From an optimization exercise on the open Yosys and OpenROAD flow, aimed at small area; shortcuts taken in it are not production practice.
Where RTL was checked, it was by simulation tests only, not by an equivalence proof against the original.
Power figures rest on the tool's default switching activity, not on a simulated workload.

==> flow/design.v (excerpt) <==
module uart_echo_top #(
    parameter int CLOCKS_PER_BIT = uart_pkg::CLOCKS_PER_BIT_DEFAULT,
    parameter int FIFO_DEPTH     = uart_pkg::FIFO_DEPTH_DEFAULT
) (
    input  logic clk,
    input  logic i_reset,
    input  logic i_uart_rx,
    output logic o_uart_tx
);
export LEC_CHECK = 0
export CAP_MARGIN = 20
export CORE_MARGIN = 2
export CORE_UTILIZATION = 70
export CTS_BUF_LIST = sky130_fd_sc_hd__clkbuf_8
export CTS_CLUSTER_DIAMETER = 60
export CTS_CLUSTER_SIZE = 20
export SLEW_MARGIN = 20
create_clock -name core_clock -period 8.0 [get_ports {clk}]
standard.sh (not shown) runs the stock make flow with config.mk's settings and CLKGATE_MAP_FILE= SYNTH_SCRIPT=/design/flow/synth_recipe.tcl, a recipe that flattens the netlist after the stock synthesis.
==> flow/flow/run.sh <==
#!/bin/bash
# Standard layout, with the clock tree built without dummy loads.
set -euo pipefail
export CTS_ARGS="-sink_clustering_enable -repair_clock_nets -dont_use_dummy_load -buf_list sky130_fd_sc_hd__clkbuf_8 -sink_clustering_size 22 -sink_clustering_max_diameter 60"
bash standard.sh > flow_make.log 2>&1
Edit:
==> flow/flow/run.sh (replaced) <==
#!/bin/bash
# Standard layout, with the clock tree built without dummy loads.
set -euo pipefail
export CTS_ARGS="-sink_clustering_enable -repair_clock_nets -dont_use_dummy_load -buf_list sky130_fd_sc_hd__clkbuf_8 -sink_clustering_size 20 -sink_clustering_max_diameter 60"
bash standard.sh > flow_make.log 2>&1
Clock power goes up by about 3%.
Routed wire length goes up by 0.67%.
Register-to-register slack hardly moves.
Hold slack loses 0.048 ns.
Flip-flop and latch count does not change.
Worst setup slack loses 0.0041 ns.
Die area is unchanged.
Non-clock buffer count is unchanged.
Power goes up by 0.85%.
Function was not checked in any run of this note: the RTL went through the layout flow alone.

* * *

uart_echo_top, a different RTL version from the one above (not shown whole).
Size in the first run: ~2,500 cells after synthesis.
Settings: LEC_CHECK=0, CAP_MARGIN=20, CORE_MARGIN=2, CORE_UTILIZATION=65, CTS_BUF_LIST=sky130_fd_sc_hd__clkbuf_8, CTS_CLUSTER_DIAMETER=80, CTS_CLUSTER_SIZE=16, SLEW_MARGIN=20; clock period 8.0 ns.
run.sh (not shown) runs the stock make flow with config.mk's settings and CLKGATE_MAP_FILE= SYNTH_SCRIPT=/design/flow/synth_recipe.tcl, a recipe that flattens the netlist after the stock synthesis.
Stock flow here: none of the scripts above is used.
Change:
Settings changed: CORE_UTILIZATION 65 to 80.
Effect: Now the flow never finished: it broke off in detailed placement (3_5_place_dp). Synthesized area is unchanged. Synthesized cell count is unchanged.

* * *

uart_echo_top, a different RTL version from the one above (not shown whole).
Size: ~2400 cells after synthesis.
Settings: LEC_CHECK=0, CAP_MARGIN=20, CORE_MARGIN=2, CORE_UTILIZATION=72, CTS_BUF_LIST=sky130_fd_sc_hd__clkbuf_8, CTS_CLUSTER_DIAMETER=80, CTS_CLUSTER_SIZE=16, SLEW_MARGIN=20; clock period 8.0 ns.
Next try:
--- a/flow/config.mk
+++ b/flow/config.mk
@@ -10 +10 @@
-export CORE_UTILIZATION = 72
+export CORE_UTILIZATION = 65
Effect:
- die area increases by roughly a tenth
- maximum frequency fell slightly
- global-route usage decreases by 3.9 points
- design area is about the same
- worst setup slack degrades by 0.016 ns
- via count is about the same
- non-clock buffer count is unchanged
- combinational power goes up slightly
- power is lower slightly
- synthesized cell count does not change
- critical path depth does not change
No functional check of the RTL was part of any run of this note.

* * *

## maple
Another version of the RTL of uart_echo_top (not shown whole).
For scale: ~2100 flip-flops, roughly 4 I/O pins, roughly 44000 sq um of cells after synthesis.
==> flow/config.mk <==
export PLATFORM = sky130hd
export DESIGN_NAME = uart_echo_top
export DESIGN_NICKNAME = uart_echo_top
export VERILOG_FILES = /design/flow/design.v
export SDC_FILE = /design/flow/constraint.sdc
export NUM_CORES = 4
export LEC_CHECK = 0
export CAP_MARGIN = 20
export CORE_MARGIN = 2
export CORE_UTILIZATION = 70
export CTS_BUF_LIST = sky130_fd_sc_hd__clkbuf_8
export CTS_CLUSTER_DIAMETER = 55
export CTS_CLUSTER_SIZE = 20
export SLEW_MARGIN = 20
==> flow/constraint.sdc <==
create_clock -name core_clock -period 8.0 [get_ports {clk}]
set_input_delay 1.6000 -clock core_clock [delete_from_list [all_inputs] [get_ports {clk}]]
set_output_delay 1.6000 -clock core_clock [all_outputs]
set_load 0.01 [all_outputs]
> inputs changed (maple -> juniper)
# maple
export LEC_CHECK = 0
export CAP_MARGIN = 20
export CORE_MARGIN = 2
export CORE_UTILIZATION = 70
export CTS_BUF_LIST = sky130_fd_sc_hd__clkbuf_8
export CTS_CLUSTER_DIAMETER = 55
export CTS_CLUSTER_SIZE = 20
export SLEW_MARGIN = 20
create_clock -name core_clock -period 8.0 [get_ports {clk}]
# juniper
export LEC_CHECK = 0
export CAP_MARGIN = 20
export CORE_MARGIN = 2
export CORE_UTILIZATION = 70
export CTS_BUF_LIST = sky130_fd_sc_hd__clkbuf_8
export CTS_CLUSTER_DIAMETER = 60
export CTS_CLUSTER_SIZE = 20
export SLEW_MARGIN = 20
create_clock -name core_clock -period 8.0 [get_ports {clk}]
==> flow/flow/run.sh (new file) <==
#!/bin/bash
# The standard layout (the standard.sh, whole), except that the clock
# tree is built without dummy loads and with leaf clusters of at most 20
# sinks within 55 um. make's full output goes to flow_make.log here; each
# tool's own log is under orfs/logs/
set -euo pipefail
export CTS_ARGS="-sink_clustering_enable -repair_clock_nets -dont_use_dummy_load -buf_list sky130_fd_sc_hd__clkbuf_8 -sink_clustering_size 20 -sink_clustering_max_diameter 55"
export RECOVER_POWER=100
bash standard.sh > flow_make.log 2>&1
==> flow/standard.sh (new file) <==
#!/bin/bash
# synth_recipe.tcl (not shown) runs the flow's synth.tcl, then flattens the netlist and writes it again
# the make line also repeats each setting of config.mk as NAME=value (left out here)
make -C /OpenROAD-flow-scripts/flow DESIGN_CONFIG=/design/flow/config.mk WORK_HOME=/design/flow/orfs CLKGATE_MAP_FILE= SYNTH_SCRIPT=/design/flow/synth_recipe.tcl "${@:-finish}"
removed: flow/run.sh
[summary]
Completing all stages was not enough for juniper: its layout failed the final checks because of max-capacitance violations, max-slew violations.
Shortest period the worst path allows, maple and juniper, higher one = juniper.
Compared juniper vs maple, and transition time at the pin with the least slew margin is up in juniper.
On clock power: between maple and juniper, it ends up lower for juniper.
On setup slack, juniper does worse than maple.
Compared with maple, juniper shows sum of internal, switching and leakage power that has gone down slightly.
Between maple and juniper, final worst-path cycle share is lower for maple, juniper comes in above that.
### juniper -> yarrow
--- a/flow/flow/run.sh
+++ b/flow/flow/run.sh
@@ -6,4 +6,3 @@
 set -euo pipefail
 export CTS_ARGS="-sink_clustering_enable -repair_clock_nets -dont_use_dummy_load -buf_list sky130_fd_sc_hd__clkbuf_8 -sink_clustering_size 20 -sink_clustering_max_diameter 55"
-export RECOVER_POWER=100
 bash standard.sh > flow_make.log 2>&1
Notes after the runs:
yarrow vs juniper, first-iteration DRC count went down by 4.6%. Across both runs, worst max-slew margin expressed relative to the limit was higher for yarrow than for juniper. The worst hold slack of yarrow was inferior to that of juniper. Status | juniper and yarrow | clean except juniper. Final checks on juniper, whose flow otherwise completed, came back failing, citing max-capacitance violations, max-slew violations. | core utilization | juniper vs yarrow | ≈ equal |. On number of max-cap violations: between juniper and yarrow, it ends up lower for yarrow. yarrow vs juniper, worst setup slack went up by 0.062 ns. The peak clock frequency supported by timing of yarrow exceeds that of juniper by 1.6%.
The inputs of cedar differ from those of yarrow as listed below.
==> flow/flow/run.sh <==
#!/bin/bash
# Standard layout, with the clock tree built without dummy loads.
set -euo pipefail
export CTS_ARGS="-sink_clustering_enable -repair_clock_nets -dont_use_dummy_load -buf_list sky130_fd_sc_hd__clkbuf_8 -sink_clustering_size 20 -sink_clustering_max_diameter 55"
bash standard.sh > flow_make.log 2>&1
Notes after the runs:
As far as cell count after synthesis goes, yarrow and cedar are indistinguishable; the numbers are identical. Total routed wirelength: cedar vs yarrow identical. As far as final area goes, yarrow and cedar are indistinguishable; the numbers are identical. Summary of cedar over yarrow: average wire length per cell after detail routing about even, global-route wire length before repair was more or less identical, maximum level of the CTS H-tree roughly the same.
[inputs] raven vs cedar
==> flow/flow/run.sh <==
#!/bin/bash
# Standard layout, with the clock tree built without dummy loads.
set -euo pipefail
export CTS_ARGS="-sink_clustering_enable -repair_clock_nets -dont_use_dummy_load -buf_list sky130_fd_sc_hd__clkbuf_8 -sink_clustering_size 18 -sink_clustering_max_diameter 60"
bash standard.sh > flow_make.log 2>&1
==> comparison <==
raven: done, clean on timing, DRC and antenna
Looking at the reports, cedar completed the entire flow and the layout it produced met the timing, design-rule and antenna checks.
Against cedar as the reference, raven delivers a lower number of antenna diodes.
As far as total of endpoints with negative setup slack in the final report goes, cedar and raven are indistinguishable; the numbers are identical.
Growth of design area from synthesis to finish: higher on raven
After synthesis and placement, the instance count of raven is above that of cedar.
Changes observed in raven relative to cedar: post-route cell area went up 240 sq um; met2 wire length went up about 1.3%.
Here is what was changed in the inputs of tundra compared with raven.
# raven
export LEC_CHECK = 0
export CAP_MARGIN = 20
export CORE_MARGIN = 2
export CORE_UTILIZATION = 70
export CTS_BUF_LIST = sky130_fd_sc_hd__clkbuf_8
export CTS_CLUSTER_DIAMETER = 60
export CTS_CLUSTER_SIZE = 20
export SLEW_MARGIN = 20
create_clock -name core_clock -period 8.0 [get_ports {clk}]
# tundra
export LEC_CHECK = 0
export CAP_MARGIN = 20
export CORE_MARGIN = 2
export CORE_UTILIZATION = 60
export CTS_BUF_LIST = sky130_fd_sc_hd__clkbuf_8
export CTS_CLUSTER_DIAMETER = 60
export CTS_CLUSTER_SIZE = 20
export SLEW_MARGIN = 20
create_clock -name core_clock -period 8.0 [get_ports {clk}]
==> flow/flow/run.sh <==
#!/bin/bash
# Standard layout, with the clock tree built without dummy loads.
set -euo pipefail
export CTS_ARGS="-sink_clustering_enable -repair_clock_nets -dont_use_dummy_load -buf_list sky130_fd_sc_hd__clkbuf_8 -sink_clustering_size 20 -sink_clustering_max_diameter 55"
bash standard.sh > flow_make.log 2>&1
### Flow results
Taking raven as 1.0, tundra lands at 0.943 on post-detailed-route wirelength per cell. Going from raven to tundra, CTS sink count comparable, post-layout minimum cycle time now larger, post-layout instance area comparable. On net switching power figure, tundra does better than raven. Combined global-route utilization of all metal layers (higher): raven. raven -> tundra: global placer's final weighted congestion decreased slightly. Changes observed in tundra relative to raven: arrival time of data at the critical path endpoint +0.07 ns, routed length on met1 -about 3%. Changes observed in tundra relative to raven: power shrank by 1.4%, number of cells in the finished layout apart from fillers increased 106.

[port drivers added, routing unchanged]
The results above use ideal ports. As a check the final layouts listed here were re-extracted and re-timed, cells and wires unchanged.
Step 1 (the two cells are an assumption about what drives the block):
set clk [get_ports {clk}]
set_driving_cell -lib_cell sky130_fd_sc_hd__clkbuf_16 $clk
set_driving_cell -lib_cell sky130_fd_sc_hd__buf_2 [delete_from_list [all_inputs] $clk]
Step 2 times the ports against the registers' clock, not the clock port: input delays grow and output delays shrink by t, the midpoint of the rising clock arrivals with the driver on.
Slacks: ideal ports / drivers / drivers and shift; pairs: ideal ports / drivers.
run	t (ns)	setup slack, ns	worst setup path after step 2	worst register clock-pin slew, ns	cell pins on the clock port's net
the first run of note 1	0.752	3.650 / 3.592 / 4.343	register to output	0.12 / 0.12	1
the second run of note 1	0.758	3.646 / 3.588 / 4.346	register to output	0.12 / 0.12	1
the first run of note 2	0.840	4.684 / 4.626 / 4.427	input to register	0.11 / 0.11	1
the first run of note 3	0.822	4.652 / 4.593 / 4.793	input to register	0.10 / 0.10	1
the second run of note 3	0.821	4.636 / 4.578 / 4.817	input to register	0.11 / 0.11	1
maple	0.781	3.974 / 3.919 / 4.700	register to output	0.11 / 0.11	1
juniper	0.759	3.957 / 3.902 / 4.646	register to register	0.11 / 0.11	1
yarrow	0.756	4.020 / 3.964 / 4.721	register to output	0.11 / 0.11	1
cedar	0.756	4.020 / 3.964 / 4.721	register to output	0.11 / 0.11	1
raven	0.799	3.936 / 3.882 / 4.682	register to output	0.10 / 0.10	1
tundra	0.754	3.874 / 3.814 / 4.569	register to output	0.12 / 0.12	1
For the first run of note 2, which loses most, drivers alone change the setup slack by -0.058 ns; drivers and shift together by -0.257 ns.
